Source: an optimization exercise on an open RTL-to-GDS flow (aim: small area, a short achievable clock period and few clock cycles per item). Production flows keep margins and buffers that such runs may drop.
RTL that was checked went through simulation tests only; none was proved equivalent to the original.
For run 1, only the layout was checked, not whether the RTL still works.
Power is estimated from default activity; no workload was simulated.

==> flow/design.v <==
`default_nettype none
package esr_pkg;
  localparam logic [10:0] MS_PER_S = 11'd1000;
endpackage
`default_nettype wire
`default_nettype none
module esr_sub #(
  parameter int W = 8
) (
  input  logic [W-1:0] a,
  input  logic [W-1:0] b,
  output logic [W-1:0] d,
  output logic ge
);
  localparam int L = $clog2(W + 1);
  logic [W-1:0] g0, p0;
  logic [W:0] gl [0:2*L];
  logic [W:0] pl [0:2*L];
  assign g0 = a & ~b;
  assign p0 = a ^ ~b;
  assign gl[0] = {g0, 1'b1};
  assign pl[0] = {p0, 1'b0};
  for (genvar l = 0; l < L; l++) begin : g_up
    for (genvar i = 0; i <= W; i++) begin : g_bit
      if (((i + 1) % (2 << l)) == 0) begin : g_node
        assign gl[l+1][i] = gl[l][i] | (pl[l][i] & gl[l][i-(1<<l)]);
        assign pl[l+1][i] = pl[l][i] & pl[l][i-(1<<l)];
      end else begin : g_pass
        assign gl[l+1][i] = gl[l][i];
        assign pl[l+1][i] = pl[l][i];
      end
    end
  end
  for (genvar l = L - 1; l > 0; l--) begin : g_dn
    for (genvar i = 0; i <= W; i++) begin : g_bit
      if (((i + 1) % (1 << l)) == (1 << (l - 1)) && i >= (1 << l)) begin : g_node
        assign gl[2*L-l][i] = gl[2*L-l-1][i] | (pl[2*L-l-1][i] & gl[2*L-l-1][i-(1<<(l-1))]);
        assign pl[2*L-l][i] = pl[2*L-l-1][i] & pl[2*L-l-1][i-(1<<(l-1))];
      end else begin : g_pass
        assign gl[2*L-l][i] = gl[2*L-l-1][i];
        assign pl[2*L-l][i] = pl[2*L-l-1][i];
      end
    end
  end
  assign d = p0 ^ gl[2*L-1][W-1:0];
  assign ge = gl[2*L-1][W];
endmodule
`default_nettype wire
`default_nettype none
module encoder_speed_and_ramped_setpoint_core (
  input  logic clk,
  input  logic rst,
  input  logic psel,
  input  logic penable,
  input  logic pwrite,
  input  logic [4:0] paddr,
  input  logic [31:0] pwdata,
  output logic [31:0] prdata,
  output logic pready,
  input  logic in_valid,
  output logic in_ready,
  input  logic signed [31:0] encoder_count,
  input  logic [31:0] time_ms,
  input  logic signed [16:0] target_speed_mm_s,
  output logic out_valid,
  input  logic out_ready,
  output logic signed [23:0] measured_speed_mm_s,
  output logic signed [20:0] measured_scaled,
  output logic signed [16:0] ramped_speed_mm_s,
  output logic signed [10:0] setpoint_scaled
);
  logic reverse;
  logic [15:0] pulses_per_rev;
  logic [23:0] circumference_um;
  logic [15:0] max_speed_mm_s;
  logic [15:0] max_accel_mm_s2;
  logic cfg_wr;
  assign pready = 1'b1;
  assign cfg_wr = psel & penable & pwrite;
  always_comb begin
    case (paddr[4:2])
      3'd0: prdata = {31'd0, reverse};
      3'd1: prdata = {16'd0, pulses_per_rev};
      3'd2: prdata = {8'd0, circumference_um};
      3'd3: prdata = {16'd0, max_speed_mm_s};
      3'd4: prdata = {16'd0, max_accel_mm_s2};
      default: prdata = '0;
    endcase
  end
  always_ff @(posedge clk) begin
    if (rst) begin
      reverse <= 1'b0;
      pulses_per_rev <= 16'd1;
      circumference_um <= 24'd1;
      max_speed_mm_s <= 16'd1;
      max_accel_mm_s2 <= 16'd2500;
    end else if (cfg_wr) begin
      case (paddr[4:2])
        3'd0: reverse <= pwdata[0];
        3'd1: pulses_per_rev <= pwdata[15:0];
        3'd2: circumference_um <= pwdata[23:0];
        3'd3: max_speed_mm_s <= pwdata[15:0];
        3'd4: max_accel_mm_s2 <= pwdata[15:0];
        default: ;
      endcase
    end
  end
  logic ppr_zero, accel_on;
  logic [15:0] ppr_eff;
  always_ff @(posedge clk) begin
    ppr_zero <= (pulses_per_rev == 16'd0);
    accel_on <= (max_accel_mm_s2 != 16'd0);
  end
  assign ppr_eff = {pulses_per_rev[15:1], pulses_per_rev[0] | ppr_zero};
  logic signed [31:0] last_nh;
  logic last_rev;
  logic [32:0] last_sample_time;
  logic [32:0] last_ramp_time;
  logic signed [16:0] ramped_speed;
  logic s1_busy, s1_first;
  logic [3:0] s1_cnt;
  logic s1_last;
  logic s1_sgn;                    
  logic s1_neg;                    
  logic s1_dz;                     
  logic [27:0] mx_s, mx_c;         
  logic mx_cy;                     
  logic [31:0] mx_lo;
  logic [16:0] md_hi;
  logic [32:0] md_lo;
  logic [16:0] mp_hi;
  logic [32:0] mp_lo;
  logic s2a_free;
  logic s1_step, s1_fire;
  assign s1_last = (s1_cnt == 4'd10);
  assign in_ready = s1_busy & s1_last & s2a_free;
  assign s1_fire = in_ready;
  assign s1_step = s1_busy & (!s1_last | s2a_free);
  logic s1_same;
  logic signed [33:0] u_w;
  logic signed [32:0] u_next;
  assign s1_same = (reverse == last_rev);
  assign u_w = {{2{encoder_count[31]}}, encoder_count} + {last_nh[31], last_nh, encoder_count[31]};
  assign u_next = u_w[33:1];
  logic signed [32:0] nh_w;
  assign nh_w = ~{encoder_count[31], encoder_count} + 33'sd1 + {32'd0, !encoder_count[31]};
  logic dt_bor, rdt_bor;
  logic [2:0] dt_dig, rdt_dig;
  logic [3:0] dt_cap4, rdt_cap4, dt_dig4, rdt_dig4;
  logic dig_top;
  assign dt_cap4 = {1'b0, time_ms[2:0]} - {1'b0, last_sample_time[2:0]};
  assign rdt_cap4 = {1'b0, time_ms[2:0]} - {1'b0, last_ramp_time[2:0]};
  assign dt_dig4 = {1'b0, md_lo[5:3]} - {1'b0, last_sample_time[5:3]} - {3'd0, dt_bor};
  assign rdt_dig4 = {1'b0, md_lo[5:3]} - {1'b0, last_ramp_time[5:3]} - {3'd0, rdt_bor};
  assign dig_top = (s1_cnt == 4'd9);
  logic [3:0] mx_d;
  logic [27:0] mx_op, mx_p0, mx_p1, mx_p2, mx_p3;
  logic [27:0] mx_s1, mx_c1, mx_s2, mx_c2, mx_s3, mx_c3, mx_s4, mx_c4;
  logic [4:0] mx_low;
  logic [27:0] mx_add;
  assign mx_d = mx_lo[3:0] ^ {4{s1_sgn}};
  assign mx_op = s1_first ? (s1_sgn ? {4'd0, circumference_um} : 28'd0) : mx_s;
  assign mx_p0 = mx_d[0] ? {4'd0, circumference_um} : 28'd0;
  assign mx_p1 = mx_d[1] ? {3'd0, circumference_um, 1'b0} : 28'd0;
  assign mx_p2 = mx_d[2] ? {2'd0, circumference_um, 2'b0} : 28'd0;
  assign mx_p3 = mx_d[3] ? {1'd0, circumference_um, 3'b0} : 28'd0;
  assign mx_s1 = mx_op ^ mx_c ^ mx_p0;
  assign mx_c1 = {((mx_op & mx_c) | (mx_op & mx_p0) | (mx_c & mx_p0)), 1'b0};
  assign mx_s2 = mx_p1 ^ mx_p2 ^ mx_p3;
  assign mx_c2 = {((mx_p1 & mx_p2) | (mx_p1 & mx_p3) | (mx_p2 & mx_p3)), 1'b0};
  assign mx_s3 = mx_s1 ^ mx_c1 ^ mx_s2;
  assign mx_c3 = {((mx_s1 & mx_c1) | (mx_s1 & mx_s2) | (mx_c1 & mx_s2)), 1'b0};
  assign mx_s4 = mx_s3 ^ mx_c3 ^ mx_c2;
  assign mx_c4 = {((mx_s3 & mx_c3) | (mx_s3 & mx_c2) | (mx_c3 & mx_c2)), 1'b0};
  assign mx_low = {1'b0, mx_s4[3:0]} + {1'b0, mx_c4[3:0]} + {4'd0, mx_cy};
  assign mx_add = mx_s + mx_c + {27'd0, mx_cy};
  logic [19:0] md_sum, mp_sum;
  assign md_sum = {3'd0, md_hi} + (dt_dig[0] ? {4'd0, ppr_eff} : 20'd0)
                                + (dt_dig[1] ? {3'd0, ppr_eff, 1'b0} : 20'd0)
                                + (dt_dig[2] ? {2'd0, ppr_eff, 2'b0} : 20'd0);
  assign mp_sum = {3'd0, mp_hi} + (rdt_dig[0] ? {4'd0, max_accel_mm_s2} : 20'd0)
                                + (rdt_dig[1] ? {3'd0, max_accel_mm_s2, 1'b0} : 20'd0)
                                + (rdt_dig[2] ? {2'd0, max_accel_mm_s2, 2'b0} : 20'd0);
  always_ff @(posedge clk) begin
    if (rst) begin
      s1_busy <= 1'b0;
      s1_first <= 1'b0;
      s1_cnt <= '0;
    end else if (!s1_busy) begin
      if (in_valid && s1_same) begin
        s1_busy <= 1'b1;
        s1_first <= 1'b1;
        s1_cnt <= '0;
      end
    end else if (s1_step) begin
      s1_first <= 1'b0;
      s1_cnt <= s1_cnt + 4'd1;
      if (s1_last) s1_busy <= 1'b0;
    end
  end
  always_ff @(posedge clk) begin
    if (!s1_busy) begin
      s1_sgn <= u_next[32];
      s1_neg <= reverse ^ u_next[32];
      mx_s <= '0;
      mx_c <= '0;
      mx_cy <= 1'b0;
      mx_lo <= u_next[31:0];
      md_hi <= '0;
      md_lo <= {1'b0, time_ms};
      mp_hi <= '0;
      dt_dig <= dt_cap4[2:0];
      rdt_dig <= rdt_cap4[2:0];
      dt_bor <= dt_cap4[3];
      rdt_bor <= rdt_cap4[3];
      s1_dz <= 1'b1;
    end else if (s1_step) begin
      if (!s1_cnt[3]) begin
        mx_s <= {4'd0, mx_s4[27:4]};
        mx_c <= {4'd0, mx_c4[27:4]};
        mx_cy <= mx_low[4];
        mx_lo <= {mx_low[3:0], mx_lo[31:4]};
      end else if (s1_cnt == 4'd8) begin
        mx_s <= mx_add;
      end
      md_hi <= md_sum[19:3];
      md_lo <= {md_sum[2:0], md_lo[32:3]};
      mp_hi <= mp_sum[19:3];
      mp_lo <= {mp_sum[2:0], mp_lo[32:3]};
      dt_dig <= {dt_dig4[2] & !dig_top, dt_dig4[1:0]};
      rdt_dig <= {rdt_dig4[2] & !dig_top, rdt_dig4[1:0]};
      dt_bor <= dt_dig4[3];
      rdt_bor <= rdt_dig4[3];
      if (dt_dig != 3'd0) s1_dz <= 1'b0;
    end
  end
  logic [49:0] d_fin;
  assign d_fin = {md_sum[19:3], md_sum[2:0], md_lo[32:3]};
  logic a_busy, a_first;
  logic [3:0] a_cnt;
  logic a_last, a_step, a_fire;
  logic [47:0] a_r, a_d;
  logic [22:0] a_q;
  logic a_neg, a_dz, a_ovf;
  logic [9:0] st_r;
  logic [17:0] st_q;
  logic st_sat;
  logic signed [16:0] a_tgt;
  logic b_busy, b_done;
  logic b_free_early, b_fire;
  logic s3_busy;
  assign a_last = (a_cnt == 4'd11);
  assign a_step = a_busy & (!a_last | b_free_early);
  assign a_fire = a_busy & a_last & b_free_early;
  assign s2a_free = !a_busy | a_fire;
  logic [48:0] a_trial, a_diff;
  logic a_ge;
  logic [47:0] a_rn;
  logic a_cmp;
  assign a_trial = {a_r, a_q[22]};
  esr_sub #(.W(49)) u_a_sub (.a(a_trial), .b({1'b0, a_d}), .d(a_diff), .ge(a_ge));
  assign a_rn = a_ge ? a_diff[47:0] : a_trial[47:0];
  esr_sub #(.W(48)) u_a_cmp (.a(a_r), .b(a_d), .d(), .ge(a_cmp));
  logic [10:0] st_t1, st_t2, st_t3;
  logic [11:0] st_d1, st_d2, st_d3;
  logic [9:0] st_r1, st_r2;
  logic st_g1, st_g2, st_g3;
  assign st_t1 = {st_r, st_q[17]};
  assign st_d1 = {1'b0, st_t1} - {1'b0, esr_pkg::MS_PER_S};
  assign st_g1 = !st_d1[11];
  assign st_r1 = st_g1 ? st_d1[9:0] : st_t1[9:0];
  assign st_t2 = {st_r1, st_q[16]};
  assign st_d2 = {1'b0, st_t2} - {1'b0, esr_pkg::MS_PER_S};
  assign st_g2 = !st_d2[11];
  assign st_r2 = st_g2 ? st_d2[9:0] : st_t2[9:0];
  assign st_t3 = {st_r2, st_q[15]};
  assign st_d3 = {1'b0, st_t3} - {1'b0, esr_pkg::MS_PER_S};
  assign st_g3 = !st_d3[11];
  logic rp_up;
  logic signed [18:0] rp_cur, rp_x, rp_e, rp_m;
  logic rp_snap;
  logic signed [16:0] rp_new;
  assign rp_cur = {{2{ramped_speed[16]}}, ramped_speed};
  assign rp_x = a_first ? rp_cur : $signed({st_r[0], st_q});
  assign rp_e = rp_x + ~{{2{a_tgt[16]}}, a_tgt} + {18'd0, !a_first & rp_up};
  assign rp_m = rp_cur + (rp_up ? $signed({1'b0, st_q}) : ~$signed({1'b0, st_q}))
                       + {18'd0, rp_up ? st_r[1] : !st_r[1]};
  assign rp_snap = st_sat | (rp_up ? !rp_e[18] : rp_e[18]);
  assign rp_new = rp_snap ? a_tgt : (st_r[1] ? ramped_speed : st_q[16:0]);
  always_ff @(posedge clk) begin
    if (rst) begin
      a_busy <= 1'b0;
      a_first <= 1'b0;
      a_cnt <= '0;
    end else if (s1_fire) begin
      a_busy <= 1'b1;
      a_first <= 1'b1;
      a_cnt <= '0;
    end else if (a_fire) begin
      a_busy <= 1'b0;
    end else if (a_step) begin
      a_first <= 1'b0;
      a_cnt <= a_cnt + 4'd1;
    end
  end
  always_ff @(posedge clk) begin
    if (s1_fire) begin
      a_r <= {11'd0, mx_s, mx_lo[31:23]};
      a_q <= mx_lo[22:0];
      a_d <= d_fin[47:0];
      a_neg <= s1_neg;
      a_dz <= s1_dz & (dt_dig == 3'd0);
      st_r <= {1'b0, mp_lo[29:21]};
      st_q <= mp_lo[20:3];
      st_sat <= (mp_hi != 17'd0) || (mp_lo[32:30] != 3'd0) || (rdt_dig != 3'd0);
      a_tgt <= (target_speed_mm_s == -17'sd65536) ? -17'sd65535 : target_speed_mm_s;
    end else if (a_step) begin
      a_r <= a_rn;
      a_q <= {a_q[21:0], a_ge};
      if (a_first) begin
        a_ovf <= a_cmp;
        rp_up <= rp_e[18];
      end
      if (a_cnt < 4'd6) begin
        st_r <= st_g3 ? st_d3[9:0] : st_t3[9:0];
        st_q <= {st_q[14:0], st_g1, st_g2, st_g3};
      end
      if (a_cnt == 4'd6) begin
        st_r[1] <= (st_q == 18'd0);
        if (st_q[17]) st_sat <= 1'b1;
      end
      if (a_cnt == 4'd7) begin
        {st_r[0], st_q} <= rp_m;
      end
    end
  end
  always_ff @(posedge clk) begin
    if (rst) begin
      last_nh <= '0;
      last_rev <= 1'b0;
      last_sample_time <= '0;
      last_ramp_time <= '0;
      ramped_speed <= '0;
    end else begin
      if (s1_fire) begin
        last_nh <= nh_w[32:1];
        last_rev <= reverse;
        last_sample_time <= {1'b0, time_ms};
      end else if (s1_step) begin
        last_sample_time <= {last_sample_time[2:0], last_sample_time[32:3]};
      end
      if (!s1_busy && in_valid && !s1_same) begin
        last_nh <= -last_nh;
        last_rev <= reverse;
      end
      if (s1_fire && accel_on) begin
        last_ramp_time <= {1'b0, time_ms};
      end else if (s1_step) begin
        last_ramp_time <= {last_ramp_time[2:0], last_ramp_time[32:3]};
      end
      if (a_step && a_cnt == 4'd8) begin
        ramped_speed <= accel_on ? rp_new : a_tgt;
      end
    end
  end
  logic [3:0] b_cnt;
  logic [47:0] b_r, b_d;
  logic [22:0] b_q;
  logic b_neg, b_dz, b_ovf;
  logic signed [16:0] b_ramp;
  logic [15:0] ss_r;
  logic [10:0] ss_q;
  assign b_fire = b_done & !s3_busy & (!out_valid | out_ready);
  assign b_free_early = !b_busy | b_fire;
  logic [48:0] b_trial, b_diff;
  logic b_ge;
  assign b_trial = {b_r, b_q[22]};
  esr_sub #(.W(49)) u_b_sub (.a(b_trial), .b({1'b0, b_d}), .d(b_diff), .ge(b_ge));
  logic [16:0] rm;
  logic [24:0] z_full;
  assign rm = ramped_speed[16] ? 17'(-ramped_speed) : 17'(ramped_speed);
  assign z_full = {rm, 8'd0} - {8'd0, rm};
  logic [16:0] ss_trial;
  logic [17:0] ss_diff;
  logic ss_ge;
  assign ss_trial = {ss_r, ss_q[10]};
  assign ss_diff = {1'b0, ss_trial} - {2'b00, max_speed_mm_s};
  assign ss_ge = !ss_diff[17];
  always_ff @(posedge clk) begin
    if (rst) begin
      b_busy <= 1'b0;
      b_done <= 1'b0;
      b_cnt <= '0;
    end else if (a_fire) begin
      b_busy <= 1'b1;
      b_done <= 1'b0;
      b_cnt <= '0;
    end else if (b_fire) begin
      b_busy <= 1'b0;
      b_done <= 1'b0;
    end else if (b_busy && !b_done) begin
      b_cnt <= b_cnt + 4'd1;
      if (b_cnt == 4'd10) b_done <= 1'b1;
    end
  end
  always_ff @(posedge clk) begin
    if (a_fire) begin
      b_r <= a_rn;
      b_q <= {a_q[21:0], a_ge};
      b_d <= a_d;
      b_neg <= a_neg;
      b_dz <= a_dz;
      b_ovf <= a_ovf;
      b_ramp <= ramped_speed;
      ss_r <= {3'd0, z_full[23:11]};
      ss_q <= z_full[10:0];
    end else if (b_busy && !b_done) begin
      b_r <= b_ge ? b_diff[47:0] : b_trial[47:0];
      b_q <= {b_q[21:0], b_ge};
      ss_r <= ss_ge ? ss_diff[15:0] : ss_trial[15:0];
      ss_q <= {ss_q[9:0], ss_ge};
    end
  end
  logic signed [23:0] spd_val;
  logic [23:0] spd_mag;
  always_comb begin
    if (b_dz) begin
      spd_val = '0;
      spd_mag = '0;
    end else if (!b_neg) begin
      spd_val = b_ovf ? 24'sh7fffff : $signed({1'b0, b_q});
      spd_mag = b_ovf ? 24'h7fffff : {1'b0, b_q};
    end else begin
      spd_val = b_ovf ? 24'sh800000 : $signed(24'(-{1'b0, b_q}));
      spd_mag = b_ovf ? 24'h800000 : {1'b0, b_q};
    end
  end
  logic signed [10:0] ss_val;
  always_comb begin
    if (max_speed_mm_s == 16'd0) ss_val = -11'sd1;
    else if (!b_ramp[16]) ss_val = ss_q[10] ? 11'sd1023 : $signed({1'b0, ss_q[9:0]});
    else ss_val = ss_q[10] ? -11'sd1023 : $signed(11'(-{1'b0, ss_q[9:0]}));
  end
  logic s3_first;
  logic [3:0] s3_cnt;
  logic [18:0] ms_r;
  logic ms_ovf;
  logic [19:0] ms_q;
  assign ms_q = measured_scaled[19:0];
  logic [31:0] y_full;
  assign y_full = {spd_mag, 8'd0} - {8'd0, spd_mag};
  logic [17:0] ms_m3;
  logic [17:0] ms_t;
  logic [18:0] ms_d1, ms_d2, ms_d3;
  logic [1:0] ms_g;
  logic [15:0] ms_rn;
  always_ff @(posedge clk) ms_m3 <= {2'b00, max_speed_mm_s} + {1'b0, max_speed_mm_s, 1'b0};
  assign ms_t = {ms_r[15:0], ms_q[19:18]};
  assign ms_d1 = {1'b0, ms_t} - {3'd0, max_speed_mm_s};
  assign ms_d2 = {1'b0, ms_t} - {2'd0, max_speed_mm_s, 1'b0};
  assign ms_d3 = {1'b0, ms_t} - {1'd0, ms_m3};
  always_comb begin
    if (!ms_d3[18]) begin
      ms_g = 2'd3;
      ms_rn = ms_d3[15:0];
    end else if (!ms_d2[18]) begin
      ms_g = 2'd2;
      ms_rn = ms_d2[15:0];
    end else if (!ms_d1[18]) begin
      ms_g = 2'd1;
      ms_rn = ms_d1[15:0];
    end else begin
      ms_g = 2'd0;
      ms_rn = ms_t[15:0];
    end
  end
  logic signed [20:0] ms_final;
  always_comb begin
    if (max_speed_mm_s == 16'd0) ms_final = -21'sd256;
    else if (!measured_speed_mm_s[23])
      ms_final = ms_ovf ? 21'sh0fffff : $signed({1'b0, ms_q});
    else
      ms_final = ms_ovf ? 21'sh100000 : $signed(21'(-{1'b0, ms_q}));
  end
  always_ff @(posedge clk) begin
    if (rst) begin
      s3_busy <= 1'b0;
      s3_first <= 1'b0;
      s3_cnt <= '0;
      out_valid <= 1'b0;
    end else begin
      if (out_valid && out_ready) out_valid <= 1'b0;
      if (b_fire) begin
        s3_busy <= 1'b1;
        s3_first <= 1'b1;
        s3_cnt <= '0;
      end else if (s3_busy) begin
        s3_first <= 1'b0;
        s3_cnt <= s3_cnt + 4'd1;
        if (s3_cnt == 4'd10) begin
          s3_busy <= 1'b0;
          out_valid <= 1'b1;
        end
      end
    end
  end
  always_ff @(posedge clk) begin
    if (b_fire) begin
      measured_speed_mm_s <= spd_val;
      ramped_speed_mm_s <= b_ramp;
      setpoint_scaled <= ss_val;
      ms_r <= y_full[30:12];
      measured_scaled <= {1'b0, y_full[11:0], 8'd0};
    end else if (s3_busy) begin
      ms_r <= {3'd0, ms_rn};
      if (s3_first) ms_ovf <= (ms_r >= {3'd0, max_speed_mm_s});
      if (s3_cnt == 4'd10) measured_scaled <= ms_final;
      else measured_scaled[19:0] <= {ms_q[17:0], ms_g};
    end
  end
endmodule
`default_nettype wire
==> flow/run.sh <==
#!/bin/bash
# synth_recipe.tcl (not shown) runs the flow's synth.tcl, then flattens the netlist and writes it again
# the make line also repeats each setting of config.mk as NAME=value (left out here)
make -C /OpenROAD-flow-scripts/flow DESIGN_CONFIG=/design/flow/config.mk WORK_HOME=/design/flow/orfs CLKGATE_MAP_FILE= SYNTH_SCRIPT=/design/flow/synth_recipe.tcl finish
==> flow/constraint.sdc <==
create_clock -name core_clock -period 8.0 [get_ports {clk}]
set_input_delay 1.6000 -clock core_clock [delete_from_list [all_inputs] [get_ports {clk}]]
set_output_delay 1.6000 -clock core_clock [all_outputs]
set_load 0.01 [all_outputs]
==> flow/config.mk <==
export PLATFORM = sky130hd
export DESIGN_NAME = encoder_speed_and_ramped_setpoint_core
export DESIGN_NICKNAME = encoder_speed_and_ramped_setpoint_core
export VERILOG_FILES = /design/flow/design.v
export SDC_FILE = /design/flow/constraint.sdc
export NUM_CORES = 4
export LEC_CHECK = 0
export CAP_MARGIN = 20
export CORE_MARGIN = 2
export CORE_UTILIZATION = 40
export SETUP_SLACK_MARGIN = 3.4
export SLEW_MARGIN = 20
==> metrics.sh, run 1 <==
STATUS='no timing/DRC/antenna violations'
DRV.MAX_CAP_VIOLATION_COUNT=0
WORSTSKEWPAIRLATENCY_NS=0.75
MAX_CLOCK_FREQ_MHz=218
GRT_PASS1_WL_MM=269
REGISTER_AREA_SHARE_AFTER_SYNTHESIS=0.369
TIMING.CRITICAL_PATH.FANOUT_MAX=8
MET3ROUTEDLENGTH_MM=9.04
SYNTH_TOP_CELL_AREA_SHARE=0.253
CP.BUFFERS_INVERTERS=3
TRACK_USAGE=0.222
SYNTH.AREA.TOP_CELLS='sky130_fd_sc_hd__edfxtp_1 25%, sky130_fd_sc_hd__dfxtp_1 12%, sky130_fd_sc_hd__ha_1 9.4%'
CP_DATA_REQUIRED_TIME_NS=6.40
ROUTE.LAYER.MET1.WL_MM=78.1
INTPOWER_W=0.00803
LAYOUT.NETS=7487
SYNTH.AVG_CELL_AREA_UM2=9.09
SWITCHING_SHARE=0.272
FIRST_GLOBAL_VIAS=46800
DIE_H_UM=391
FLIP_FLOP_AND_LATCH_COUNT_AFTER_SYNTHESIS=852
CRITICAL_PATH_ARRIVAL_NS=3.00
DR.MAX_LAYER_USED='met4'
CELL_ACCOUNTING_FOR_THE_MOST_SYNTHESIZED_AREA='sky130_fd_sc_hd__edfxtp_1'
SYNTH_CELL_TYPE_COUNT=108
GRT_ANTENNA_BEFORE_REPAIR=4
PORTION_OF_THE_CLOCK_CYCLE_CONSUMED_BY_THE_WORST_PATH_IN_THE_FINAL_LAYOUT=0.574
PATH_CELLS='clkbuf_4 -> nor2b_4 -> buf_4 -> and2_4 -> a22o_1 -> a221o_1 -> clkdlybuf4s15_2'
HTREEDEPTH=3
CRITICAL_PATH.ENDPOINT_TYPE='primary output'
UNREPAIRED_SETUP_ENDPOINTS_AFTER_GLOBAL_ROUTING='yes'
COMBINATIONALPOWERSHARE=0.119
POST_ROUTE_CELLS_DRIVE_ABOVE_1_SHARE=0.0658
REPORT.FINAL.SLEW_VIOL_COUNT=0
ROOT_BUFFER='sky130_fd_sc_hd__clkbuf_16'
GRT_MAX_DEGREE=140
DRT.ANTENNA.VIOLATING_NETS=0
TIMING.CRITICAL_PATH.FROM_TYPE='primary input'
FILLER_CELL_COUNT=14400
CORE_AREA_MM2=0.149
AREAGROWTHSYNTHTOFINISH_PCT=13.4
IO-PIN-COUNT=233
DRT_WL_TOTAL_MM=172
TIMING.SLEW.HEADROOM=0.212
DETAILED_PLACE_HPWL_MM=127
PLACEMENT_ROWS=142
FINAL-HOLD-VIOLATION-COUNT=0
DP_SLACK_NS=1.93
CTS_TREE='done'
NUM_VIAS=48600
DETAIL_ROUTE.VIAS_PER_CELL=5.52
DETAIL_ROUTE.FIRST_PASS.ITERATIONS=5
SYN-CELL-AREA_MM2=0.0600
NUMCTSBUFFERS=100
NUMBER_OF_FLOPS_MAPPED_TO_ENABLE_CELLS_BY_YOSYS=505
FINAL_UTIL=0.455
CLOCK_PIN_SLEW_ON_THE_WORST_SETUP_AND_HOLD_PATHS_NS=0.06
FINALWORSTPATHREQUIREDPERIOD_NS=4.60
DETAILROUTE.WIRELENGTH.MET2_MM=79.3
DIE_WIDTH_UM=391
P_SEQ_FRAC=0.447
TRITONCTS_NUM_SINKS=852
STARTING_UTILIZATION_OF_THE_CORE_AREA=0.401
REPORT.FINAL.SETUP_VIOL=0
CTS.PATH.MAX_BUFFERS=3
YOSYSWARNINGS=7
FINCLKSKEW_NS=0.0501
FIN_WS_NS=3.40
DETAIL_ROUTE.WL_PER_CELL_UM=19.5
SYNTH_CELLS=6598
GLOBALPLACE.CONGESTION=0.936
P_CLK_FRAC=0.433
VDD_DROP_MAX_mV=0.165
PATH_CLASS='in2out'
TIGHTEST_SLEW_NS=1.17
POWERDENSITY_mW_PER_MM2=162
DRCVIOLATIONCOUNT=0
SWITCHING_PWR_W=0.00300
TIMING.HOLD.WORST.CLASS='reg2reg'
PORT_BUFFERS=213
FIRST_ITER_VIOLATIONS=3706
GRT_REMAINING_OVERFLOW=0
TIMING.CRITICAL_PATH.SLOWEST_STAGE_CELL='sky130_fd_sc_hd__a221o_1'
CRITICAL-PATH-TOP-DELAY-FAMILY='buffers and inverters'
SYNTH_TOP_FLOP_CELL='sky130_fd_sc_hd__edfxtp_1'
CRITICAL-PATH-MAX-STAGE-DELAY_NS=0.33
POWER_LEAKAGE_nW=27.6
FLOORPLAN.DIE_AREA_MM2=0.153
TNS_NS=0
POSTSYNTH.ASYNCRESETSHARE=0
## worst register-to-register path, cell delays in order (launching register included)
cell and delay, ns:
sky130_fd_sc_hd__edfxtp_1 0.46, sky130_fd_sc_hd__ha_1 0.32, sky130_fd_sc_hd__nand2b_1 0.08, sky130_fd_sc_hd__a21oi_1 0.30, sky130_fd_sc_hd__o31ai_2 0.15, sky130_fd_sc_hd__a211oi_1 0.45
sky130_fd_sc_hd__a31oi_1 0.23, sky130_fd_sc_hd__o211ai_1 0.44, sky130_fd_sc_hd__nand2b_1 0.22, sky130_fd_sc_hd__a21oi_1 0.13, sky130_fd_sc_hd__o21bai_1 0.16, sky130_fd_sc_hd__a21oi_1 0.11
sky130_fd_sc_hd__fa_1 0.40, sky130_fd_sc_hd__xnor2_1 0.13, sky130_fd_sc_hd__mux2i_1 0.21, sky130_fd_sc_hd__o22a_1 0.23, sky130_fd_sc_hd__o41ai_2 0.09
## what timing repair did
item,in CTS,in global routing
gates cloned,5,0
hold buffers,0,0
endpoints found under the setup margin,108,168
pin swaps,9,10
hold endpoints to repair,0,0
resized for setup,70,54
buffers inserted,24,13
## placed cells by master, fill, tap and decap left out, drive strengths merged, types with 139 or more instances in the layout
master,instances
nand2,862
inv,537
edfxtp,505
nor2,473
a21oi,453
ha,449
o21ai,427
dfxtp,347
fa,218
xnor2,190
clkdlybuf4s50,186
xor2,167
and2,139
## metal layers
layer / GRT usage / vias to the layer above
met2: 0.359 / 1314
met5: 0 / -
met4: 0.0677 / 0
met1: 0.308 / 23500
met3: 0.0286 / 245
li1: - / 23500
## layout make-up
type | count | area [µm²] | share of cell area
sequential | 852 | 22100 | 0.325
clock buffer | 131 | 2810 | 0.0413
clock inverter | 58 | 656 | 0.00964
inverter | 527 | 2000 | 0.0295
multi-input combinational | 4905 | 34900 | 0.513
antenna | 1 | 2.50 | 0.0000368
timing repair inverter | 3 | 26.3 | 0.000386
timing repair buffer | 306 | 2940 | 0.0432
tap | 2016 | 2520 | 0.0371
## state kept, by name, indices dropped and copies added, names as in the netlist, 30 cells and up
register / flops
a_d: 48
a_r: 48
b_d: 48
b_r: 48
last_ramp_time: 33
last_sample_time: 33
last_nh: 32
mx_lo: 32
md_lo: 30
mp_lo: 30
## cell families (layout without fill, tap and decap cells)
group,count (synthesis),in the layout,share of synthesized area
muxes,118,118,0.0208
xor gates and xnor gates,358,358,0.0525
DFF,852,852,0.369
AOI/OAI and AO/OA,1614,1614,0.171
other,2,10,0.000125
buffers and inverters,849,1025,0.0545
adders and majority gates,667,667,0.166
and+or+nand+nor,2138,2139,0.166
## Yosys cell counts, drive strengths merged (44+ instances only)
cell,n
a311oi,63
mux2,55
nor4,44
nand4,46
xor2,167
mux2i,63
buf,53
fa,218
nor2b,76
a211oi,61
nor3,122
a21o,126
clkbuf,269
inv,525
and2,138
or3,46
edfxtp,505
nand3,134
dfxtp,347
o22ai,64
nand2b,58
a21oi,453
xnor2,190
nor2,473
ha,449
a31oi,44
o21ai,427
nand2,862
## stage by stage
step	instances	total power [W]	area, µm²	hold slack (ns)
2_1_floorplan	6605	0.00582	60000	0.400
3_3_place_gp	8566	0.00626	63900	0.407
3_5_place_dp	8566	0.00628	63900	0.405
4_1_cts	8784	0.0111	67700	0.418
5_1_grt	8798	0.0115	68000	0.426
6_report	8799	0.0110	68000	0.414
## power groups by stage
stage          clock network, W  logic (W)  registers [W]
6_report                0.00478    0.00132        0.00493
5_1_grt                 0.00504    0.00148        0.00494
4_1_cts                 0.00487    0.00129        0.00494
3_5_place_dp                  0    0.00122        0.00506
3_3_place_gp                  0    0.00120        0.00506
2_1_floorplan                 0   0.000896        0.00493
## final timing paths
check / start / endpoint / slack, ns / cells after the start
max: paddr[3] / prdata[4] / 3.40 / 7
min: a_dz$_DFFE_PP_ / b_dz$_DFFE_PP_ / 0.41 / 0
max reg2reg: a_r[0]$_DFFE_PP_ / b_r[46]$_DFFE_PP_ / 3.58 / 16
min reg2reg: a_dz$_DFFE_PP_ / b_dz$_DFFE_PP_ / 0.41 / 0
==> run 2: changes to the inputs <==
--- a/flow/design.v
+++ b/flow/design.v
@@ -14,3 +14,3 @@
 );
-  localparam int L = $clog2(W + 1);
+  localparam int L = (W < 2) ? 1 : (W < 4) ? 2 : (W < 8) ? 3 : (W < 16) ? 4 : (W < 32) ? 5 : (W < 64) ? 6 : 7;
   logic [W-1:0] g0, p0;
@@ -144,4 +144,7 @@
   assign u_next = u_w[33:1];
-  logic signed [32:0] nh_w;
-  assign nh_w = ~{encoder_count[31], encoder_count} + 33'sd1 + {32'd0, !encoder_count[31]};
+  logic s1_fix;
+  logic signed [32:0] nh_x, nh_w;
+  assign s1_fix = !s1_busy & !s1_same;
+  assign nh_x = s1_fix ? {last_nh, 1'b0} : {encoder_count[31], encoder_count};
+  assign nh_w = ~nh_x + 33'sd1 + {32'd0, !nh_x[32]};
   logic dt_bor, rdt_bor;
@@ -351,4 +354,4 @@
       end
-      if (!s1_busy && in_valid && !s1_same) begin
-        last_nh <= -last_nh;
+      if (s1_fix && in_valid) begin
+        last_nh <= nh_w[32:1];
         last_rev <= reverse;
--- a/flow/config.mk
+++ b/flow/config.mk
@@ -10,3 +10,3 @@
 export CORE_UTILIZATION = 40
-export SETUP_SLACK_MARGIN = 3.4
+export SETUP_SLACK_MARGIN = 3.7
 export SLEW_MARGIN = 20
==> metrics.sh, run 2 <==
STATUS='complete, but fails checks'
SO.VIOLATIONS='antenna violations'
FIRST_GLOBAL_VIAS=47600
DETAIL_ROUTE.WL_PER_CELL_UM=20.3
CP_DATA_REQUIRED_TIME_NS=6.40
PORTION_OF_THE_CLOCK_CYCLE_CONSUMED_BY_THE_WORST_PATH_IN_THE_FINAL_LAYOUT=0.567
SYNTH_TOP_FAMILY_BY_AREA='compound AO/OA/AOI/OAI gates'
FIRST_ITER_VIOLATIONS=3820
NUMCTSBUFFERS=101
FINCLKSKEW_NS=0.0425
POWERDENSITY_mW_PER_MM2=163
MUXSHAREOFSYNTHAREA=0.0280
PATH_CELLS='buf_12 -> nor2b_4 -> and2_4 -> buf_6 -> a22o_1 -> a221o_1 -> buf_2'
FINAL-SEQ-AREA_MM2=0.0221
PORT_BUFFERS=213
SYNTH_CELL_TYPE_COUNT=100
CELL_ACCOUNTING_FOR_THE_MOST_SYNTHESIZED_AREA='sky130_fd_sc_hd__edfxtp_1'
GRT_ANTENNA_BEFORE_REPAIR=10
DP_SLACK_NS=1.68
SYN-CELL-AREA_MM2=0.0605
STARTING_UTILIZATION_OF_THE_CORE_AREA=0.403
TRITONCTS_NUM_SINKS=852
TIGHTEST_SLEW_NS=1.19
DRV.MAX_CAP_VIOLATION_COUNT=0
SYNTH_FA_HA_AREA_FRAC=0.165
DRT_WL_TOTAL_MM=180
CRITICAL_PATH_ARRIVAL_NS=2.93
REPORT.FINAL.SLEW_VIOL_COUNT=0
LAYOUT.NETS=7563
YOSYSMOSTFREQUENTCELL='sky130_fd_sc_hd__nand2_1'
YOSYSWARNINGS=7
GRT_MAX_DEGREE=148
NUM_VIAS=49900
SYNTH_XOR_XNOR_AREA_SHARE=0.0499
TNS_NS=0
DIE_H_UM=393
AREAGROWTHSYNTHTOFINISH_PCT=14.4
TRACK_USAGE=0.229
GRT_REMAINING_OVERFLOW=0
GLOBALPLACE.CONGESTION=0.912
FILLER_CELL_COUNT=14300
PLACEMENT_ROWS=142
POSTSYNTH.ASYNCRESETSHARE=0
TIMING.SLEW.HEADROOM=0.195
CRITICAL-PATH-MAX-STAGE-DELAY_NS=0.38
TIMING.CRITICAL_PATH.FANOUT_MAX=6
FINAL-HOLD-VIOLATION-COUNT=0
REPORT.FINAL.SETUP_VIOL=0
DETAIL_ROUTE.FIRST_PASS.ITERATIONS=8
FLIP_FLOP_AND_LATCH_COUNT_AFTER_SYNTHESIS=852
HOLD_BUFFERS=0
IO-PIN-COUNT=233
SYNTH_COMMONEST_CELLS='851 x sky130_fd_sc_hd__nand2_1, 514 x sky130_fd_sc_hd__nor2_1, 506 x sky130_fd_sc_hd__inv_1, 505 x sky130_fd_sc_hd__edfxtp_1, 457 x sky130_fd_sc_hd__a21oi_1'
CTS_TREE='done'
DETAIL_ROUTE.VIAS_PER_CELL=5.61
CRITICAL-PATH-TOP-DELAY-FAMILY='compound AO/OA/AOI/OAI gates'
REGISTER_AREA_SHARE_AFTER_SYNTHESIS=0.366
CP.BUFFERS_INVERTERS=3
CRITICAL_PATH.ENDPOINT_TYPE='primary output'
DRCVIOLATIONCOUNT=0
HTREEDEPTH=3
DRT.ANTENNA.VIOLATING_NETS=1
GRT_PASS1_WL_MM=277
MOST_COMMON_LIBRARY_CELL_IN_THE_LAYOUT_IGNORING_FILL_AND_TAPS='sky130_fd_sc_hd__nand2_1'
NUMBER_OF_FLOPS_MAPPED_TO_ENABLE_CELLS_BY_YOSYS=505
ROOT_BUFFER='sky130_fd_sc_hd__clkbuf_16'
PATH_CLASS='in2out'
TIMING.CRITICAL_PATH.FROM_TYPE='primary input'
SIMPLE_LOGIC_CELL_FRACTION_OF_THE_SYNTHESIZED_AREA=0.162
WORSTSKEWPAIRLATENCY_NS=0.74
FINALWORSTPATHREQUIREDPERIOD_NS=4.53
CORE_AREA_MM2=0.150
SYNTH_TOP_CELL_AREA_SHARE=0.251
MAX_CLOCK_FREQ_MHz=221
SYNTH.AREA.TOP_CELLS='sky130_fd_sc_hd__edfxtp_1 25%, sky130_fd_sc_hd__dfxtp_1 11%, sky130_fd_sc_hd__ha_1 9.2%'
TIMING.CRITICAL_PATH.SLOWEST_STAGE_CELL='sky130_fd_sc_hd__a221o_1'
SYNTH_CELLS=6668
SYNTH_COMPOUND_GATE_AREA_SHARE=0.176
POWER_LEAKAGE_nW=27.9
FIN_WS_NS=3.47
POST_ROUTE_CELLS_DRIVE_ABOVE_1_SHARE=0.0804
DETAILED_PLACE_HPWL_MM=129
CTS.PATH.MAX_BUFFERS=3
SYNTH_TOP_FLOP_CELL='sky130_fd_sc_hd__edfxtp_1'
DIE_WIDTH_UM=393
FLOORPLAN.DIE_AREA_MM2=0.154
CLOCK_PIN_SLEW_ON_THE_WORST_SETUP_AND_HOLD_PATHS_NS=0.06
MOST-COMMON-LAYOUT-CELLS='845 x sky130_fd_sc_hd__nand2_1, 508 x sky130_fd_sc_hd__nor2_1, 505 x sky130_fd_sc_hd__edfxtp_1, 502 x sky130_fd_sc_hd__inv_1, 445 x sky130_fd_sc_hd__a21oi_1'
VDD_DROP_MAX_mV=0.172
AREA_TAKEN_BY_MULTI_INPUT_LOGIC_GATES_MM2=0.0358
SYNTH.AVG_CELL_AREA_UM2=9.07
UNREPAIRED_SETUP_ENDPOINTS_AFTER_GLOBAL_ROUTING='yes'
TIMING.HOLD.WORST.CLASS='reg2reg'
-- run 2: cell types whose count changed in the layout (fill, tap and decap cells not counted), sizes merged, moves of 18 or more --
cell   before  now
inv       537  517
buf        94  141
nor2      473  514
o22ai      64   34
mux2i      63   97
xor2      167  136
or3        46   28
-- run 2: kinds of logic (layout without fill, tap and decap cells) --
logic type,count (synthesis),in the layout
other,2,19
adder cells (fa/ha/maj),665,665
AND/OR/NAND/NOR,2126,2127
buffers and inverters,856,1040
AO/OA/AOI/OAI,1665,1667
XOR/XNOR,341,341
flip-flops,852,852
multiplexers,161,161
-- run 2: layout make-up --
| cell class | instances | area share |
|---|---|---|
| tap | 2016 | 0.0365 |
| clock buffer | 137 | 0.0427 |
| multi-input combinational | 4970 | 0.517 |
| antenna | 10 | 0.000362 |
| sequential | 852 | 0.320 |
| timing repair buffer | 334 | 0.0457 |
| inverter | 512 | 0.0284 |
| timing repair inverter | 2 | 0.000253 |
| clock inverter | 55 | 0.00899 |
-- run 2: routing by layer --
layer,GRT usage,share of wire
met3,0.0338,0.068
met2,0.367,0.45
met1,0.321,0.46
met4,0.0591,0.023
met5,0,0.000072
-- run 2: metrics by stage --
| step | power [W] | util | hold WS [ns] | area (µm²) | cells |
|---|---|---|---|---|---|
| 3_5_place_dp | 0.00629 | 0.430 | 0.405 | 64500 | 8621 |
| 6_report | 0.0113 | 0.461 | 0.408 | 69200 | 8888 |
| 2_1_floorplan | 0.00583 | - | 0.400 | 60600 | 6675 |
| 3_3_place_gp | 0.00626 | 0.430 | 0.404 | 64500 | 8621 |
| 5_1_grt | 0.0117 | 0.461 | 0.413 | 69100 | 8878 |
| 4_1_cts | 0.0113 | 0.457 | 0.412 | 68500 | 8847 |
-- run 2: repair_timing --
item                                    4_1_cts  5_1_grt
buffers inserted                             28       31
pin swaps                                    28       34
gates resized for setup                     176      117
endpoints found under the setup margin      452      218
cloned                                        6        0
-- run 2: power breakdown --
part | leakage, nW | switching (W) | internal, W
clock | 1.74 | 0.00206 | 0.00290
combinational | 18.7 | 0.000861 | 0.000561
sequential | 7.48 | 0.000122 | 0.00478
-- run 2: final timing paths --
path / start / to / slack (ns) / depth (start not counted)
hold reg to reg: b_ramp[4]$_DFFE_PP_ / ramped_speed_mm_s[4]$_DFFE_PP_ / 0.41 / 0
setup / recovery: paddr[3] / prdata[6] / 3.47 / 7
hold / removal: b_ramp[4]$_DFFE_PP_ / ramped_speed_mm_s[4]$_DFFE_PP_ / 0.41 / 0
setup reg to reg: a_r[11]$_DFFE_PP_ / b_r[38]$_DFFE_PP_ / 3.82 / 18
Testbench counts of run 2, summed over its fixed seeds: cycles 24,204, items 1,920.
==> run 3: changes to the inputs <==
--- a/flow/config.mk
+++ b/flow/config.mk
@@ -10,2 +10,4 @@
 export CORE_UTILIZATION = 40
+export CTS_BUF_LIST = sky130_fd_sc_hd__clkbuf_8
+export CTS_CLUSTER_SIZE = 20
 export SETUP_SLACK_MARGIN = 3.7
==> metrics.sh, run 3 <==
LAYOUT.NETS=7611
SYNTH.AVG_CELL_AREA_UM2=9.07
DETAILED_PLACE_HPWL_MM=129
SYNTH_COMMONEST_CELLS='851 x sky130_fd_sc_hd__nand2_1, 514 x sky130_fd_sc_hd__nor2_1, 506 x sky130_fd_sc_hd__inv_1, 505 x sky130_fd_sc_hd__edfxtp_1, 457 x sky130_fd_sc_hd__a21oi_1'
GRT_PASS1_WL_MM=278
SYNTH.AREA.TOP_CELLS='sky130_fd_sc_hd__edfxtp_1 25%, sky130_fd_sc_hd__dfxtp_1 11%, sky130_fd_sc_hd__ha_1 9.2%'
FLIP_FLOP_AND_LATCH_COUNT_AFTER_SYNTHESIS=852
GRT_REMAINING_OVERFLOW=0
REPORT.FINAL.SETUP_VIOL=0
NUMBER_OF_FLOPS_MAPPED_TO_ENABLE_CELLS_BY_YOSYS=505
GRT_ANTENNA_BEFORE_REPAIR=9
HOLD_END='ramped_speed_mm_s[4]$_DFFE_PP_'
WORST_HOLD_PATH.NUM_CELLS=0
YOSYSWARNINGS=7
PATH_CLASS='in2out'
TIMING.SLEW.HEADROOM=0.212
YOSYSMOSTFREQUENTCELL='sky130_fd_sc_hd__nand2_1'
FIN_CELLS=8977
POWERDENSITY_mW_PER_MM2=156
NUMCTSBUFFERS=160
FLOORPLAN.DIE_AREA_MM2=0.154
SYNTH_CELL_TYPE_COUNT=100
FINCLKSKEW_NS=0.0608
FINAL-HOLD-VIOLATION-COUNT=0
NUM_VIAS=50300
ROOT_BUFFER='sky130_fd_sc_hd__clkbuf_8'
CLOCK_PIN_SLEW_ON_THE_WORST_SETUP_AND_HOLD_PATHS_NS=0.05
POSTSYNTH.ASYNCRESETSHARE=0
GRT_MAX_DEGREE=148
FINALWORSTPATHREQUIREDPERIOD_NS=4.52
STARTING_UTILIZATION_OF_THE_CORE_AREA=0.403
FIRST_ITER_VIOLATIONS=3796
RR_STARTPOINT='dt_dig[2]$_DFFE_PP_'
TRACK_USAGE=0.230
WORST_R2R_ENDPOINT='md_hi[14]$_SDFFE_PN0P_'
STATUS='no timing/DRC/antenna violations'
DRT_WL_TOTAL_MM=180
DIE_WIDTH_UM=393
DIE_H_UM=393
CRITICAL_PATH_ARRIVAL_NS=2.92
AREA_TAKEN_BY_MULTI_INPUT_LOGIC_GATES_MM2=0.0357
HOLD_BUFFERS=0
TIMING.CRITICAL_PATH.FROM_TYPE='primary input'
RRSETUPSLACK_NS=3.82
DETAIL_ROUTE.VIAS_PER_CELL=5.60
TRITONCTS_NUM_SINKS=852
MAX_CLOCK_FREQ_MHz=221
PORTION_OF_THE_CLOCK_CYCLE_CONSUMED_BY_THE_WORST_PATH_IN_THE_FINAL_LAYOUT=0.565
IO-PIN-COUNT=233
FILLER_CELL_COUNT=14500
DRT.ANTENNA.VIOLATING_NETS=0
FIRST_GLOBAL_VIAS=48200
WORSTSKEWPAIRLATENCY_NS=0.92
SYN-CELL-AREA_MM2=0.0605
R2R_CELLS=17
REGISTER_AREA_SHARE_AFTER_SYNTHESIS=0.366
TIMING.HOLD.WORST.CLASS='reg2reg'
SYNTH_CELLS=6668
PLACED_CELLS=8621
POST_ROUTE_CELLS_DRIVE_ABOVE_1_SHARE=0.0851
HTREEDEPTH=4
POWER_LEAKAGE_nW=27.9
CP_DATA_REQUIRED_TIME_NS=6.40
FINAL_UTIL=0.458
MIN-DELAY-START='b_ramp[4]$_DFFE_PP_'
CELL_ACCOUNTING_FOR_THE_MOST_SYNTHESIZED_AREA='sky130_fd_sc_hd__edfxtp_1'
CORE_AREA_MM2=0.150
AREAGROWTHSYNTHTOFINISH_PCT=13.4
DETAIL_ROUTE.FIRST_PASS.ITERATIONS=6
MOST-COMMON-LAYOUT-CELLS='845 x sky130_fd_sc_hd__nand2_1, 539 x sky130_fd_sc_hd__inv_1, 509 x sky130_fd_sc_hd__nor2_1, 505 x sky130_fd_sc_hd__edfxtp_1'
TNS_NS=0
MOST_COMMON_LIBRARY_CELL_IN_THE_LAYOUT_IGNORING_FILL_AND_TAPS='sky130_fd_sc_hd__nand2_1'
PORT_BUFFERS=213
CTS_TREE='done'
UNREPAIRED_SETUP_ENDPOINTS_AFTER_GLOBAL_ROUTING='yes'
DRV.MAX_CAP_VIOLATION_COUNT=0
GLOBALPLACE.CONGESTION=0.912
CTS.PATH.MAX_BUFFERS=3
DETAIL_ROUTE.WL_PER_CELL_UM=20.1
PLACEMENT_ROWS=142
TIGHTEST_SLEW_NS=1.17
REPORT.FINAL.SLEW_VIOL_COUNT=0
DRCVIOLATIONCOUNT=0
WHS_NS=0.416
CRITICAL_PATH.ENDPOINT_TYPE='primary output'
FINAL-SEQ-AREA_MM2=0.0221
TIMING.CRITICAL_PATH.FANOUT_MAX=8
VDD_DROP_MAX_mV=0.117
SYNTH_TOP_FLOP_CELL='sky130_fd_sc_hd__edfxtp_1'
SYNTH_TOP_CELL_AREA_SHARE=0.251
run 3: cell counts after synthesis:
Identical to the previous run, type by type.
run 3: metal layers:
| metal | GRT usage | share of wire | vias to the layer above |
|---|---|---|---|
| met3 | 0.0367 | 0.067 | 273 |
| met4 | 0.0685 | 0.025 | 6 |
| met5 | 0 | 0.00018 | - |
| met1 | 0.320 | 0.46 | 24400 |
| li1 | - | - | 23900 |
| met2 | 0.365 | 0.45 | 1613 |
run 3: critical path: stages:
cell                      delay, ns
sky130_fd_sc_hd__buf_12        0.11
sky130_fd_sc_hd__nor3b_4       0.16
sky130_fd_sc_hd__buf_6         0.15
sky130_fd_sc_hd__buf_6         0.12
sky130_fd_sc_hd__a22o_1        0.22
sky130_fd_sc_hd__a221o_1       0.37
sky130_fd_sc_hd__buf_2         0.18
run 3: layout make-up:
class	count	share of cell area
Clock buffer	180	0.0361
Tap cell	2016	0.0368
Timing Repair inverter	2	0.000255
Inverter	512	0.0286
Multi-Input combinational cell	4970	0.520
Antenna cell	8	0.000292
Clock inverter	114	0.0114
Timing Repair Buffer	323	0.0443
Sequential cell	852	0.323
run 3: worst max-delay path by stage:
stage,startpoint,end,slack [ns],cells past startpoint
after floorplan,out_ready,in_ready,3.17,9
after global placement,out_ready,a_r[26]$_DFFE_PP_,1.72,11
after detailed placement,out_ready,a_r[22]$_DFFE_PP_,1.68,11
after CTS,out_ready,in_ready,3.48,9
after global routing,paddr[4],prdata[6],3.46,7
final,paddr[4],prdata[6],3.48,7
run 3: cell families (layout without fill, tap and decap cells):
kind of cell	count (synthesis)	count (layout)	synth area share
AO/OA/AOI/OAI	1665	1667	0.176
XOR/XNOR	341	341	0.0499
adder cells (fa/ha/maj)	665	665	0.165
buffers and inverters	856	1131	0.0540
flip-flops	852	852	0.366
multiplexers	161	161	0.0280
other	2	17	0.000124
AND/OR/NAND/NOR	2126	2127	0.162
run 3: what timing repair did:
item,in CTS,in global routing
cloned,6,0
endpoints found under the setup margin,351,177
setup buffers,26,22
pin swaps,27,24
resized for setup,172,90
run 3: per-stage QoR:
| stage | power, W | setup slack, ns | cell area, µm² |
|---|---|---|---|
| 6_report | 0.0107 | 3.48 | 68600 |
| 3_3_place_gp | 0.00626 | 1.72 | 64500 |
| 3_5_place_dp | 0.00629 | 1.68 | 64500 |
| 5_1_grt | 0.0112 | 3.46 | 68600 |
| 4_1_cts | 0.0108 | 3.48 | 68200 |
| 2_1_floorplan | 0.00583 | 3.17 | 60600 |
run 3: report_power, final:
part	switching [W]	internal [W]	total, W	leakage, nW
logic	0.000856	0.000544	0.00140	18.6
clock network	0.00208	0.00234	0.00442	1.82
registers	0.000121	0.00478	0.00490	7.48
total	0.00305	0.00767	0.0107	27.9
==> run 4: changes to the inputs <==
--- a/flow/config.mk
+++ b/flow/config.mk
@@ -10,5 +10,6 @@
 export CORE_UTILIZATION = 40
-export CTS_BUF_LIST = sky130_fd_sc_hd__clkbuf_8
-export CTS_CLUSTER_SIZE = 20
-export SETUP_SLACK_MARGIN = 3.7
+export CTS_BUF_LIST = sky130_fd_sc_hd__clkbuf_4 sky130_fd_sc_hd__clkbuf_8
+export CTS_CLUSTER_SIZE = 30
+export GPL_ROUTABILITY_DRIVEN = 0
+export SETUP_SLACK_MARGIN = 3.6
 export SLEW_MARGIN = 20
==> metrics.sh, run 4 <==
PORT_BUFFERS=213
DIE_WIDTH_UM=393
FILLER_CELL_COUNT=14500
MOST_COMMON_LIBRARY_CELL_IN_THE_LAYOUT_IGNORING_FILL_AND_TAPS='sky130_fd_sc_hd__nand2_1'
CTS_TREE='done'
CRITICAL-PATH-MAX-STAGE-DELAY_NS=0.38
HTREEDEPTH=4
CLOCK_PIN_SLEW_ON_THE_WORST_SETUP_AND_HOLD_PATHS_NS=0.06
FINAL-HOLD-VIOLATION-COUNT=0
FIN_WS_NS=3.50
R2R_CELLS=17
FLIP_FLOP_AND_LATCH_COUNT_AFTER_SYNTHESIS=852
WORST_R2R_ENDPOINT='md_hi[15]$_SDFFE_PN0P_'
PLACEMENT_ROWS=142
TRACK_USAGE=0.231
DRCVIOLATIONCOUNT=0
DRV.MAX_CAP_VIOLATION_COUNT=0
SYNTH_TOP_FAMILY_BY_AREA='compound AO/OA/AOI/OAI gates'
SYNTH.AVG_CELL_AREA_UM2=9.07
TOTAL_POWER_W=0.0110
REGISTER_AREA_SHARE_AFTER_SYNTHESIS=0.366
DETAIL_ROUTE.VIAS_PER_CELL=5.57
CELL_ACCOUNTING_FOR_THE_MOST_SYNTHESIZED_AREA='sky130_fd_sc_hd__edfxtp_1'
NUMCTSBUFFERS=160
GRT_MAX_DEGREE=145
UNREPAIRED_SETUP_ENDPOINTS_AFTER_GLOBAL_ROUTING='yes'
RRSETUPSLACK_NS=3.74
IO-PIN-COUNT=233
TIGHTEST_SLEW_NS=1.24
SYNTH_COMPOUND_GATE_AREA_SHARE=0.176
GRT_REMAINING_OVERFLOW=0
POWER_LEAKAGE_nW=27.9
CRITPATHMOSTFREQUENTCELL='sky130_fd_sc_hd__buf_12'
YOSYSMOSTFREQUENTCELL='sky130_fd_sc_hd__nand2_1'
DETAILED_PLACE_HPWL_MM=129
DP_SLACK_NS=1.89
SYNTH_CELLS=6668
CORE_AREA_MM2=0.150
SIMPLE_LOGIC_CELL_FRACTION_OF_THE_SYNTHESIZED_AREA=0.162
NUM_VIAS=50100
CP_NUM_CELLS=7
CRIT_PATH_END='prdata[8]'
FINALWORSTPATHREQUIREDPERIOD_NS=4.50
SYNTH_TOP_FLOP_CELL='sky130_fd_sc_hd__edfxtp_1'
TIMING.CRITICAL_PATH.FROM_TYPE='primary input'
SYNTH.AREA.TOP_CELLS='sky130_fd_sc_hd__edfxtp_1 25%, sky130_fd_sc_hd__dfxtp_1 11%, sky130_fd_sc_hd__ha_1 9.2%'
TIMING.CRITICAL_PATH.SLOWEST_STAGE_CELL='sky130_fd_sc_hd__a221o_1'
DRT_WL_TOTAL_MM=180
REPORT.FINAL.SETUP_VIOL=0
SYN-CELL-AREA_MM2=0.0605
TIMING.CRITICAL_PATH.FANOUT_MAX=6
RR_STARTPOINT='dt_dig[0]$_DFFE_PP_'
AREAGROWTHSYNTHTOFINISH_PCT=13.8
PATH_CLASS='in2out'
LAYOUT.NETS=7617
SYNTH_TOP_CELL_AREA_SHARE=0.251
GRT_PASS1_WL_MM=281
DETAIL_ROUTE.FIRST_PASS.ITERATIONS=6
REPORT.FINAL.SLEW_VIOL_COUNT=0
DETAIL_ROUTE.WL_PER_CELL_UM=20.0
GRT_ANTENNA_BEFORE_REPAIR=9
TIMING.HOLD.WORST.CLASS='reg2reg'
STARTING_UTILIZATION_OF_THE_CORE_AREA=0.403
CRITICAL_PATH.ENDPOINT_TYPE='primary output'
DIE_H_UM=393
CRITICAL_PATH_ARRIVAL_NS=2.90
TRITONCTS_NUM_SINKS=852
SYNTH_CELL_TYPE_COUNT=100
FIRST_GLOBAL_VIAS=48400
WHS_NS=0.421
PATH_CELLS='buf_12 -> nor2b_4 -> buf_12 -> and2_4 -> a22o_1 -> a221o_1 -> buf_2'
POST_ROUTE_CELLS_DRIVE_ABOVE_1_SHARE=0.0885
CP.BUFFERS_INVERTERS=3
POSTSYNTH.ASYNCRESETSHARE=0
ROOT_BUFFER='sky130_fd_sc_hd__clkbuf_8'
SETUP.WORST_PATH.START='paddr[3]'
CTS.PATH.MAX_BUFFERS=3
VDD_DROP_MAX_mV=0.122
YOSYSWARNINGS=7
FLOORPLAN.DIE_AREA_MM2=0.154
CRITICAL-PATH-TOP-DELAY-FAMILY='compound AO/OA/AOI/OAI gates'
SYNTH_COMMONEST_CELLS='851 x sky130_fd_sc_hd__nand2_1, 514 x sky130_fd_sc_hd__nor2_1, 506 x sky130_fd_sc_hd__inv_1, 505 x sky130_fd_sc_hd__edfxtp_1, 457 x sky130_fd_sc_hd__a21oi_1'
WORSTSKEWPAIRLATENCY_NS=0.90
SYNTH_XOR_XNOR_AREA_SHARE=0.0499
TNS_NS=0
STATUS='no timing/DRC/antenna violations'
MIN-DELAY-START='b_ramp[6]$_DFFE_PP_'
TIMING.SLEW.HEADROOM=0.164
MOST-COMMON-LAYOUT-CELLS='846 x sky130_fd_sc_hd__nand2_1, 510 x sky130_fd_sc_hd__nor2_1, 505 x sky130_fd_sc_hd__edfxtp_1, 503 x sky130_fd_sc_hd__inv_1, 450 x sky130_fd_sc_hd__a21oi_1'
MAX_CLOCK_FREQ_MHz=222
NUMBER_OF_FLOPS_MAPPED_TO_ENABLE_CELLS_BY_YOSYS=505
PORTION_OF_THE_CLOCK_CYCLE_CONSUMED_BY_THE_WORST_PATH_IN_THE_FINAL_LAYOUT=0.562
CP_DATA_REQUIRED_TIME_NS=6.40
FINCLKSKEW_NS=0.0410
POWERDENSITY_mW_PER_MM2=159
FIRST_ITER_VIOLATIONS=3934
SYNTH_FA_HA_AREA_FRAC=0.165
MUXSHAREOFSYNTHAREA=0.0280
DRT.ANTENNA.VIOLATING_NETS=0
[run 4: cell counts after synthesis]
No cell type changed its count.
[run 4: how the worst min path moves through the flow]
stage,endpoint,slack (ns),depth (start not counted)
floorplan,a_neg$_DFFE_PP_,0.40,0
global placement,ramped_speed_mm_s[8]$_DFFE_PP_,0.41,0
detailed placement,ramped_speed_mm_s[6]$_DFFE_PP_,0.41,0
CTS,ramped_speed_mm_s[0]$_DFFE_PP_,0.42,0
global route,ramped_speed_mm_s[0]$_DFFE_PP_,0.42,0
finish,ramped_speed_mm_s[6]$_DFFE_PP_,0.42,0
[run 4: cells by family after synthesis]
logic type	Yosys count
other cells	2
flops	852
fa+ha+maj	665
compound gates	1665
xor+xnor	341
buf+inv	856
simple gates	2126
mux	161
[run 4: per-layer routing]
| metal | up-vias | track usage | share of wire |
|---|---|---|---|
| li1 | 24000 | - | - |
| met1 | 24300 | 0.324 | 0.46 |
| met5 | - | 0 | 0 |
| met2 | 1472 | 0.366 | 0.45 |
| met3 | 293 | 0.0382 | 0.062 |
| met4 | 0 | 0.0684 | 0.025 |
[run 4: repair_timing]
| action | in CTS | in global routing |
|---|---|---|
| resized for setup | 151 | 62 |
| hold buffers | 0 | 0 |
| endpoints found under the setup margin | 558 | 91 |
| pin swaps | 11 | 10 |
| buffers inserted | 35 | 20 |
| cloned | 7 | 0 |
[run 4: power breakdown]
group | total, W | leakage [nW] | internal (W) | switching, W
clock network | 0.00469 | 1.83 | 0.00265 | 0.00203
registers | 0.00491 | 7.48 | 0.00478 | 0.000126
logic | 0.00137 | 18.6 | 0.000529 | 0.000837
[run 4: layout make-up]
class	count	area, µm²	share of cell area
Timing Repair Buffer	327	3060	0.0445
Tap cell	2016	2520	0.0367
Multi-Input combinational cell	4971	35600	0.517
Sequential cell	852	22100	0.322
Clock inverter	66	613	0.00891
Inverter	512	1960	0.0285
Antenna cell	6	15.0	0.000218
Clock buffer	229	2880	0.0419
Timing Repair inverter	3	22.5	0.000327
[run 4: per-stage QoR]
| stage | cell area (µm²) | utilization | cells |
|---|---|---|---|
| after CTS | 68400 | 0.456 | 8956 |
| after detailed placement | 64400 | 0.430 | 8619 |
| after floorplan | 60600 | - | 6675 |
| final | 68800 | 0.459 | 8982 |
| after global routing | 68800 | 0.459 | 8981 |
| after global placement | 64400 | 0.430 | 8619 |
==> run 5: changes to the inputs <==
--- a/flow/config.mk
+++ b/flow/config.mk
@@ -7,3 +7,3 @@
 export LEC_CHECK = 0
-export CAP_MARGIN = 20
+export CAP_MARGIN = 5
 export CORE_MARGIN = 2
@@ -14,2 +14,2 @@
 export SETUP_SLACK_MARGIN = 3.6
-export SLEW_MARGIN = 20
+export SLEW_MARGIN = 5
==> metrics.sh, run 5 <==
STATUS='no timing/DRC/antenna violations'
CRITICAL-PATH-TOP-DELAY-FAMILY='compound AO/OA/AOI/OAI gates'
LAYOUT.NETS=7617
MOST-COMMON-LAYOUT-CELLS='847 x sky130_fd_sc_hd__nand2_1, 510 x sky130_fd_sc_hd__nor2_1, 505 x sky130_fd_sc_hd__edfxtp_1, 503 x sky130_fd_sc_hd__inv_1, 450 x sky130_fd_sc_hd__a21oi_1'
CP_DATA_REQUIRED_TIME_NS=6.40
DETAIL_ROUTE.VIAS_PER_CELL=5.58
DETAIL_ROUTE.WL_PER_CELL_UM=20.1
NUM_VIAS=50100
REGISTER_AREA_SHARE_AFTER_SYNTHESIS=0.366
FIRST_GLOBAL_VIAS=48400
FLIP_FLOP_AND_LATCH_COUNT_AFTER_SYNTHESIS=852
HOLD_END='ramped_speed_mm_s[6]$_DFFE_PP_'
FINAL-HOLD-VIOLATION-COUNT=0
TIMING.CRITICAL_PATH.FANOUT_MAX=6
SYNTH.AVG_CELL_AREA_UM2=9.07
DETAILED_PLACE_HPWL_MM=129
TRITONCTS_NUM_SINKS=852
HOLD_BUFFERS=0
GLOBAL_ROUTE.PEAK_USAGE_LAYER='met2'
WORST_R2R_ENDPOINT='md_hi[15]$_SDFFE_PN0P_'
CTS_TREE='done'
YOSYSMOSTFREQUENTCELL='sky130_fd_sc_hd__nand2_1'
SYNTH_CELL_TYPE_COUNT=100
CRITICAL-PATH-MAX-STAGE-DELAY_NS=0.37
GRT_USE_MET1=0.324
REPORT.FINAL.SETUP_VIOL=0
TRACK_USAGE=0.231
TIMING.SLEW.HEADROOM=0.146
GRT_UTIL_MET2=0.366
PLACEMENT_ROWS=142
FIRST_ITER_VIOLATIONS=3811
MOST_COMMON_LIBRARY_CELL_IN_THE_LAYOUT_IGNORING_FILL_AND_TAPS='sky130_fd_sc_hd__nand2_1'
TIMING.CRITICAL_PATH.FROM_TYPE='primary input'
DIE_WIDTH_UM=393
TIMING.HOLD.WORST.CLASS='reg2reg'
DETAIL_ROUTE.FIRST_PASS.ITERATIONS=8
MAX_CLOCK_FREQ_MHz=223
PORT_BUFFERS=213
AREAGROWTHSYNTHTOFINISH_PCT=13.8
RR_STARTPOINT='dt_dig[0]$_DFFE_PP_'
FINALWORSTPATHREQUIREDPERIOD_NS=4.49
GRT_ANTENNA_BEFORE_REPAIR=9
DRT.ANTENNA.VIOLATING_NETS=0
R2R_CELLS=17
MIN-DELAY-START='b_ramp[6]$_DFFE_PP_'
IO-PIN-COUNT=233
REPORT.FINAL.SLEW_VIOL_COUNT=0
SYNTH.AREA.TOP_CELLS='sky130_fd_sc_hd__edfxtp_1 25%, sky130_fd_sc_hd__dfxtp_1 11%, sky130_fd_sc_hd__ha_1 9.2%'
VDD_DROP_MAX_mV=0.121
SYNTH_COMMONEST_CELLS='851 x sky130_fd_sc_hd__nand2_1, 514 x sky130_fd_sc_hd__nor2_1, 506 x sky130_fd_sc_hd__inv_1, 505 x sky130_fd_sc_hd__edfxtp_1, 457 x sky130_fd_sc_hd__a21oi_1'
POWERDENSITY_mW_PER_MM2=159
GRT_MAX_DEGREE=145
SYN-CELL-AREA_MM2=0.0605
GRT_PASS1_WL_MM=281
NUMBER_OF_FLOPS_MAPPED_TO_ENABLE_CELLS_BY_YOSYS=505
RRSETUPSLACK_NS=3.74
CELL_ACCOUNTING_FOR_THE_MOST_SYNTHESIZED_AREA='sky130_fd_sc_hd__edfxtp_1'
AREA_TAKEN_BY_MULTI_INPUT_LOGIC_GATES_MM2=0.0356
PORTION_OF_THE_CLOCK_CYCLE_CONSUMED_BY_THE_WORST_PATH_IN_THE_FINAL_LAYOUT=0.562
UNREPAIRED_SETUP_ENDPOINTS_AFTER_GLOBAL_ROUTING='yes'
ROOT_BUFFER='sky130_fd_sc_hd__clkbuf_8'
DRCVIOLATIONCOUNT=0
GRT_REMAINING_OVERFLOW=0
DRV.MAX_CAP_VIOLATION_COUNT=0
YOSYSWARNINGS=7
DRT_WL_TOTAL_MM=180
CTS.PATH.MAX_BUFFERS=3
CRITICAL_PATH.ENDPOINT_TYPE='primary output'
DP_SLACK_NS=1.89
FILLER_CELL_COUNT=14500
FLOORPLAN.DIE_AREA_MM2=0.154
-- run 5: cell counts after synthesis --
Identical to the previous run, type by type.
-- run 5: cells by family after synthesis --
family,after synthesis,share of synthesized area
compound gates,1665,0.176
xor+xnor,341,0.0499
fa+ha+maj,665,0.165
buf+inv,856,0.0540
flops,852,0.366
mux,161,0.0280
other cells,2,0.000124
simple gates,2126,0.162
-- run 5: final cells by class --
cell class	count	share of cell area
diodes	5	0.000182
repair buffers	327	0.0445
repair inverters	3	0.000327
well taps	2016	0.0367
inverters	512	0.0284
flip-flops and latches	852	0.322
clock inverters	66	0.00891
clock buffers	229	0.0419
multi-input cells	4971	0.517
-- run 5: repair_timing --
item | CTS | global route
gates cloned | 7 | 0
pin swaps | 11 | 10
setup endpoints to repair | 558 | 91
gates resized for setup | 151 | 62
setup buffers | 35 | 20
-- run 5: worst register-to-register path: cells and delay by family, from the launching register on --
family                   cells  cell delay [ns]
AND/OR/NAND/NOR              1             0.10
adder cells (fa/ha/maj)      4             1.63
XOR/XNOR                     1             0.15
AO/OA/AOI/OAI                9             1.66
buffers and inverters        2             0.23
flip-flops                   1             0.32
-- run 5: layer usage --
| layer | vias up | wire, µm |
|---|---|---|
| li1 | 24000 | - |
| met1 | 24400 | 82500 |
| met2 | 1486 | 81400 |
| met3 | 282 | 11900 |
| met4 | 0 | 4460 |
| met5 | - | 0 |
-- run 5: report_power, final --
part | leakage, nW | internal (W) | switching [W] | total, W
combinational | 18.6 | 0.000529 | 0.000836 | 0.00136
clock | 1.83 | 0.00265 | 0.00203 | 0.00468
sequential | 7.48 | 0.00478 | 0.000126 | 0.00491
-- run 5: worst max path at each step --
stage | startpoint | depth (start not counted) | slack, ns | endpoint
6_report | paddr[3] | 7 | 3.51 | prdata[8]
4_1_cts | s1_cnt[3]$_SDFFE_PP0P_ | 6 | 3.47 | in_ready
2_1_floorplan | out_ready | 9 | 3.16 | in_ready
5_1_grt | paddr[3] | 7 | 3.51 | prdata[8]
3_3_place_gp | out_ready | 8 | 1.91 | in_ready
3_5_place_dp | out_ready | 8 | 1.89 | in_ready
-- run 5: metrics by stage --
stage | hold slack (ns) | cell area (µm²) | power (W) | util | std cells
final | 0.420 | 68800 | 0.0110 | 0.459 | 8981
after global routing | 0.423 | 68800 | 0.0114 | 0.459 | 8981
after CTS | 0.420 | 68400 | 0.0110 | 0.456 | 8956
after detailed placement | 0.407 | 64400 | 0.00628 | 0.430 | 8619
after global placement | 0.406 | 64400 | 0.00626 | 0.430 | 8619
after floorplan | 0.400 | 60600 | 0.00583 | - | 6675

Re-timed with assumed drivers on the ports (clkbuf_16 on the clock, buf_2 on other inputs), run 5 has 3.445 ns of setup slack against 3.507 ns with ideal ports, and 2.877 ns once port delays also move by the mid clock arrival of 0.949 ns.
